Source: an optimization exercise on an open RTL-to-GDS flow (aim: small area, a short achievable clock period and few clock cycles). Production flows keep margins and buffers that such runs may drop. Where RTL was checked, it was by simulation tests only, not by an equivalence proof against the original. Power is estimated from default activity; no workload was simulated.

== the baseline ==
==> flow/design.v <==
`timescale 1ns/1ps
module cpuCore (
  input  logic        CLK,
  input  logic        RST,
  input  logic        en,
  input  logic        start,
  output logic [7:0]  instAddr,
  input  logic [15:0] inst,
  output logic [7:0]  dataAddr,
  output logic        dataWe,
  output logic [15:0] dataOut,
  input  logic [15:0] dataIn,
  output logic        running
);
  localparam logic [4:0] OP_HALT = 5'b00001, OP_LOAD = 5'b00010, OP_STORE = 5'b00011,
    OP_ADD = 5'b10000, OP_ADDI = 5'b10001, OP_SUB = 5'b10011, OP_SUBI = 5'b10100,
    OP_INC = 5'b10110, OP_LDIL = 5'b10111, OP_LDIH = 5'b11000, OP_XOR = 5'b11001,
    OP_AND = 5'b11010, OP_OR = 5'b11011;
  logic        runQ, haltedQ, resumed;
  logic [7:0]  pc;
  logic [15:0] regs [8];
  logic [7:0]  valid;   
  logic [15:0] opA, opB;
  logic [2:0]  eDest;
  logic [3:0]  eOff;
  logic        eWrites, eHalt, eStore, eInvB, eCin, eSra;
  logic        eSelSum, eLogDiff, eLogBoth, eSelShl, eSelShr, eSelLoad;
  logic [15:0] logicOut;
  logic [15:0] sum, shIn, shl, shr, res;
  logic [4:0]  fOp;
  logic [7:0]  fImm;
  logic [15:0] rA, rB, vA, nB, immValA, immValB;
  logic [7:0]  eWriting, usable, matchA, matchB;
  logic        fwdA, fwdB, immA, immB, bUsesD, fWrites;
  assign instAddr = pc;
  assign fOp  = inst[15:11];
  assign fImm = inst[7:0];
  assign bUsesD = (fOp == OP_STORE) || (fOp == OP_ADDI) || (fOp == OP_SUBI);
  assign immA   = (fOp == OP_ADDI) || (fOp == OP_SUBI) || (fOp == OP_LDIL) || (fOp == OP_LDIH);
  always_comb begin
    case (fOp)
      OP_ADDI: immValA = {8'h00, fImm};
      OP_SUBI: immValA = {8'hFF, ~fImm};
      default: immValA = 16'h0000;
    endcase
  end
  always_comb begin
    case (fOp)
      OP_LDIL: begin immB = 1'b1; immValB = {8'h00, fImm}; end
      OP_LDIH: begin immB = 1'b1; immValB = {fImm, 8'h00}; end
      OP_INC:  begin immB = 1'b1; immValB = 16'd0; end   
      default: begin immB = 1'b0; immValB = 16'd0; end
    endcase
  end
  always_comb begin
    for (int i = 0; i < 8; i++) begin
      eWriting[i] = runQ && eWrites && eDest == 3'(i);
      usable[i]   = valid[i] && !eWriting[i];
      matchA[i]   = inst[6:4] == 3'(i);
      matchB[i]   = bUsesD ? inst[10:8] == 3'(i) : inst[2:0] == 3'(i);
    end
  end
  assign fwdA = |(matchA & eWriting) && !immA;
  assign fwdB = |(matchB & eWriting) && !immB;
  always_comb begin
    rA = '0;
    rB = '0;
    for (int i = 0; i < 8; i++) begin
      rA = rA | ({16{matchA[i] && usable[i] && !immA}} & regs[i]);
      rB = rB | ({16{matchB[i] && usable[i] && !immB}} & regs[i]);
    end
  end
  assign vA = rA | ({16{immA}} & immValA) | ({16{fwdA}} & res);
  assign nB = rB | immValB | ({16{fwdB}} & res);
  assign fWrites = (fOp == OP_LOAD) || (fOp[4] && fOp != 5'b10010 && fOp != 5'b10101);
  always_ff @(posedge CLK) begin
    opA      <= vA;
    opB      <= nB;
    eDest    <= inst[10:8];
    eOff     <= inst[3:0];
    eWrites  <= fWrites;
    eHalt    <= (fOp == OP_HALT);
    eStore   <= (fOp == OP_STORE);
    eInvB    <= (fOp == OP_SUB);
    eCin     <= (fOp == OP_SUB) || (fOp == OP_SUBI) || (fOp == OP_INC);
    eSra     <= fOp[0] && fOp[4:1] == 4'b1111;
    eSelSum  <= (fOp == OP_ADD) || (fOp == OP_ADDI) || (fOp == OP_SUB) ||
                (fOp == OP_SUBI) || (fOp == OP_INC) || (fOp == OP_LDIL) || (fOp == OP_LDIH);
    eLogDiff <= (fOp == OP_XOR) || (fOp == OP_OR);
    eLogBoth <= (fOp == OP_AND) || (fOp == OP_OR);
    eSelShl  <= (fOp[4:1] == 4'b1110);
    eSelShr  <= (fOp[4:1] == 4'b1111);
    eSelLoad <= (fOp == OP_LOAD);
  end
  assign sum = opA + (opB ^ {16{eInvB}}) + {15'd0, eCin};
  always_comb begin
    for (int i = 0; i < 16; i++) begin
      shIn[i] = eSelShl ? opA[15-i] : opA[i];
    end
    shr = 16'($signed({eSra & opA[15], shIn}) >>> opB[3:0]);
    for (int i = 0; i < 16; i++) begin
      shl[i] = shr[15-i];
    end
  end
  assign logicOut = ((opA ^ opB) & {16{eLogDiff}}) | ((opA & opB) & {16{eLogBoth}});
  assign res = ({16{eSelSum}}  & sum) |
               logicOut |
               ({16{eSelShl}}  & shl) |
               ({16{eSelShr}}  & shr) |
               ({16{eSelLoad}} & dataIn);
  always_ff @(posedge CLK) begin
    if (runQ && eWrites) begin
      regs[eDest] <= res;
    end
  end
  always_ff @(posedge CLK or posedge RST) begin
    if (RST) begin
      valid <= '0;
    end else if (runQ && eWrites) begin
      valid[eDest] <= 1'b1;
    end
  end
  assign dataAddr = opA[7:0] + {4'h0, eOff};
  assign dataOut  = opB;
  assign dataWe   = runQ && eStore;
  assign running = runQ && !(eHalt && !resumed);
  always_ff @(posedge CLK or posedge RST) begin
    if (RST) begin
      runQ    <= 1'b0;
      haltedQ <= 1'b0;
      resumed <= 1'b0;
      pc      <= '0;
    end else begin
      resumed <= 1'b0;
      if (runQ) begin
        if (eHalt) begin
          runQ    <= 1'b0;
          haltedQ <= 1'b1;
        end else if (!en) begin
          runQ <= 1'b0;   
        end else begin
          pc <= pc + 8'd1;
        end
      end else if (en && start && !haltedQ) begin
        runQ    <= 1'b1;
        resumed <= 1'b1;
        pc      <= pc + 8'd1;
      end
    end
  end
endmodule
Settings: LEC_CHECK=0, CAP_MARGIN=20, CORE_AREA=5.06 5.44 215.41 214.88, CTS_BUF_LIST=sky130_fd_sc_hd__clkbuf_4 sky130_fd_sc_hd__clkbuf_8, DIE_AREA=0 0 220.41 220.32, SETUP_SLACK_MARGIN=2.0, SLEW_MARGIN=20, TNS_END_PERCENT=15; clock period 5.0 ns.
standard.sh (not shown) runs the stock make flow with config.mk's settings and CLKGATE_MAP_FILE= SYNTH_SCRIPT=/design/flow/synth_recipe.tcl, a recipe that flattens the netlist after the stock synthesis.
==> flow/flow/run.sh <==
#!/bin/bash
# Standard layout, with the port buffers made of sky130_fd_sc_hd__buf_1
# instead of the delay buffer buffer_ports picks by default.
set -euo pipefail
export BUFFER_PORTS_ARGS="-buffer_cell sky130_fd_sc_hd__buf_1"
bash standard.sh > standard.log 2>&1
--- input diff the baseline..the candidate ---
==> flow/design.v, changed modules only <==
module cpuCore (
  input  logic        CLK,
  input  logic        RST,
  input  logic        en,
  input  logic        start,
  output logic [7:0]  instAddr,
  input  logic [15:0] inst,
  output logic [7:0]  dataAddr,
  output logic        dataWe,
  output logic [15:0] dataOut,
  input  logic [15:0] dataIn,
  output logic        running
);
  localparam logic [4:0] OP_HALT = 5'b00001, OP_LOAD = 5'b00010, OP_STORE = 5'b00011,
    OP_ADD = 5'b10000, OP_ADDI = 5'b10001, OP_SUB = 5'b10011, OP_SUBI = 5'b10100,
    OP_INC = 5'b10110, OP_LDIL = 5'b10111, OP_LDIH = 5'b11000, OP_XOR = 5'b11001,
    OP_AND = 5'b11010, OP_OR = 5'b11011;
  logic        runQ, haltedQ, resumed;
  logic [7:0]  pc;
  logic [15:0] regs [8];
  logic [7:0]  valid;   
  logic [15:0] opA, opB;
  logic [2:0]  eDest;
  logic [3:0]  eOff;
  logic        eWrites, eHalt, eStore, eInvB, eCin, eSra;
  logic        eSelSum, eSelLog, eSelShl, eSelShr, eSelLoad;
  logic [3:0]  eTt, fTt;
  logic [15:0] logicOut;
  logic [15:0] sum, shIn, shl, shr, res;
  logic [4:0]  fOp;
  logic [7:0]  fImm;
  logic [15:0] rA, rB, vA, nB, immValA, immValB;
  logic [7:0]  eWriting, usable, matchA, matchB;
  logic        fwdA, fwdB, immA, immB, bUsesD, fWrites;
  assign instAddr = pc;
  assign fOp  = inst[15:11];
  assign fImm = inst[7:0];
  assign bUsesD = (fOp == OP_STORE) || (fOp == OP_ADDI) || (fOp == OP_SUBI);
  assign immA   = (fOp == OP_ADDI) || (fOp == OP_SUBI);
  assign immValA = (fOp == OP_SUBI) ? {8'hFF, ~fImm} : {8'h00, fImm};
  always_comb begin
    case (fOp)
      OP_LDIL: begin immB = 1'b1; immValB = {8'h00, fImm}; end
      OP_LDIH: begin immB = 1'b1; immValB = {fImm, 8'h00}; end
      OP_INC:  begin immB = 1'b1; immValB = 16'd1; end
      default: begin immB = 1'b0; immValB = 16'd0; end
    endcase
  end
  always_comb begin
    for (int i = 0; i < 8; i++) begin
      eWriting[i] = runQ && eWrites && eDest == 3'(i);
      usable[i]   = valid[i] && !eWriting[i];
      matchA[i]   = inst[6:4] == 3'(i);
      matchB[i]   = bUsesD ? inst[10:8] == 3'(i) : inst[2:0] == 3'(i);
    end
  end
  assign fwdA = |(matchA & eWriting) && !immA;
  assign fwdB = |(matchB & eWriting) && !immB;
  always_comb begin
    rA = '0;
    rB = '0;
    for (int i = 0; i < 8; i++) begin
      rA = rA | ({16{matchA[i] && usable[i] && !immA}} & regs[i]);
      rB = rB | ({16{matchB[i] && usable[i] && !immB}} & regs[i]);
    end
  end
  assign vA = rA | ({16{immA}} & immValA) | ({16{fwdA}} & res);
  assign nB = rB | immValB | ({16{fwdB}} & res);
  always_comb begin
    case (fOp)
      OP_XOR:  fTt = 4'b0110;
      OP_AND:  fTt = 4'b1000;
      OP_OR:   fTt = 4'b1110;
      default: fTt = 4'b1010;
    endcase
  end
  assign fWrites = (fOp == OP_LOAD) || (fOp[4] && fOp != 5'b10010 && fOp != 5'b10101);
  always_ff @(posedge CLK) begin
    opA      <= vA;
    opB      <= nB;
    eDest    <= inst[10:8];
    eOff     <= inst[3:0];
    eWrites  <= fWrites;
    eHalt    <= (fOp == OP_HALT);
    eStore   <= (fOp == OP_STORE);
    eInvB    <= (fOp == OP_SUB);
    eCin     <= (fOp == OP_SUB) || (fOp == OP_SUBI);
    eSra     <= fOp[0] && fOp[4:1] == 4'b1111;
    eSelSum  <= (fOp == OP_ADD) || (fOp == OP_ADDI) || (fOp == OP_SUB) ||
                (fOp == OP_SUBI) || (fOp == OP_INC);
    eSelLog  <= (fOp == OP_XOR) || (fOp == OP_AND) || (fOp == OP_OR) ||
                (fOp == OP_LDIL) || (fOp == OP_LDIH);
    eTt      <= fTt;
    eSelShl  <= (fOp[4:1] == 4'b1110);
    eSelShr  <= (fOp[4:1] == 4'b1111);
    eSelLoad <= (fOp == OP_LOAD);
  end
  assign sum = opA + (opB ^ {16{eInvB}}) + {15'd0, eCin};
  always_comb begin
    for (int i = 0; i < 16; i++) begin
      shIn[i] = eSelShl ? opA[15-i] : opA[i];
    end
    shr = 16'($signed({eSra & opA[15], shIn}) >>> opB[3:0]);
    for (int i = 0; i < 16; i++) begin
      shl[i] = shr[15-i];
    end
  end
  always_comb begin
    for (int i = 0; i < 16; i++) begin
      logicOut[i] = eTt[{opA[i], opB[i]}];
    end
  end
  assign res = ({16{eSelSum}}  & sum) |
               ({16{eSelLog}}  & logicOut) |
               ({16{eSelShl}}  & shl) |
               ({16{eSelShr}}  & shr) |
               ({16{eSelLoad}} & dataIn);
  always_ff @(posedge CLK) begin
    if (runQ && eWrites) begin
      regs[eDest] <= res;
    end
  end
  always_ff @(posedge CLK or posedge RST) begin
    if (RST) begin
      valid <= '0;
    end else if (runQ && eWrites) begin
      valid[eDest] <= 1'b1;
    end
  end
  assign dataAddr = opA[7:0] + {4'h0, eOff};
  assign dataOut  = opB;
  assign dataWe   = runQ && eStore;
  assign running = runQ && !(eHalt && !resumed);
  always_ff @(posedge CLK or posedge RST) begin
    if (RST) begin
      runQ    <= 1'b0;
      haltedQ <= 1'b0;
      resumed <= 1'b0;
      pc      <= '0;
    end else begin
      resumed <= 1'b0;
      if (runQ) begin
        if (eHalt) begin
          runQ    <= 1'b0;
          haltedQ <= 1'b1;
        end else if (!en) begin
          runQ <= 1'b0;   
        end else begin
          pc <= pc + 8'd1;
        end
      end else if (en && start && !haltedQ) begin
        runQ    <= 1'b1;
        resumed <= 1'b1;
        pc      <= pc + 8'd1;
      end
    end
  end
endmodule
Findings:
Changes observed in the candidate relative to the baseline: clock power essentially unchanged; power density over cell area decreased 3.3%; post-synthesis to final-layout area growth increased 0.26 points; count of filler cells inserted in the layout decreased 0.33%; share of final-layout standard cells stronger than drive strength 1 decreased 1.7 points. The lower sequential cell count of the candidate and the baseline is in the baseline. ~same relative area of clock buffers and inverters in the final design in the candidate and the baseline. The candidate vs. the baseline: share of total power in combinational logic shows a reduction of 1.9 points; final antenna diode count shows a reduction of 1; critical path depth shows an increase of 4; all-layer global routing usage shows an increase of 0.65 points; worst setup slack shows a reduction of 0.028 ns.
Testbench counts of the candidate, summed over its fixed seeds: cycles 9,192.
No functional check of the RTL was part of the baseline.

## port drivers added, routing unchanged
How much do the figures lean on ideal ports? The routed layouts below were timed once more, with nothing changed but the port constraints.
Step 1 sets driving cells, clkbuf_16 on the clock port and buf_2 on the other inputs (assumed; they add their load-dependent delay and slew).
Step 2, shift: input delay + t, output delay - t, t = (earliest + latest rising clock arrival at the registers) / 2. This alone moves slack from input paths to output paths.
Three values: ideal, step 1, step 2; two values: the first two.
run	t, ns	setup slack, ns	worst data-port slew with drivers (ns)
the baseline	0.532	1.841 / 1.830 / 1.432	0.08
the candidate	0.514	1.813 / 1.813 / 1.443	0.06
After both steps setup and hold are still met in every run listed. The setup slack of the baseline, which loses most, moves by -0.011 ns with the drivers and by -0.409 ns with both steps.
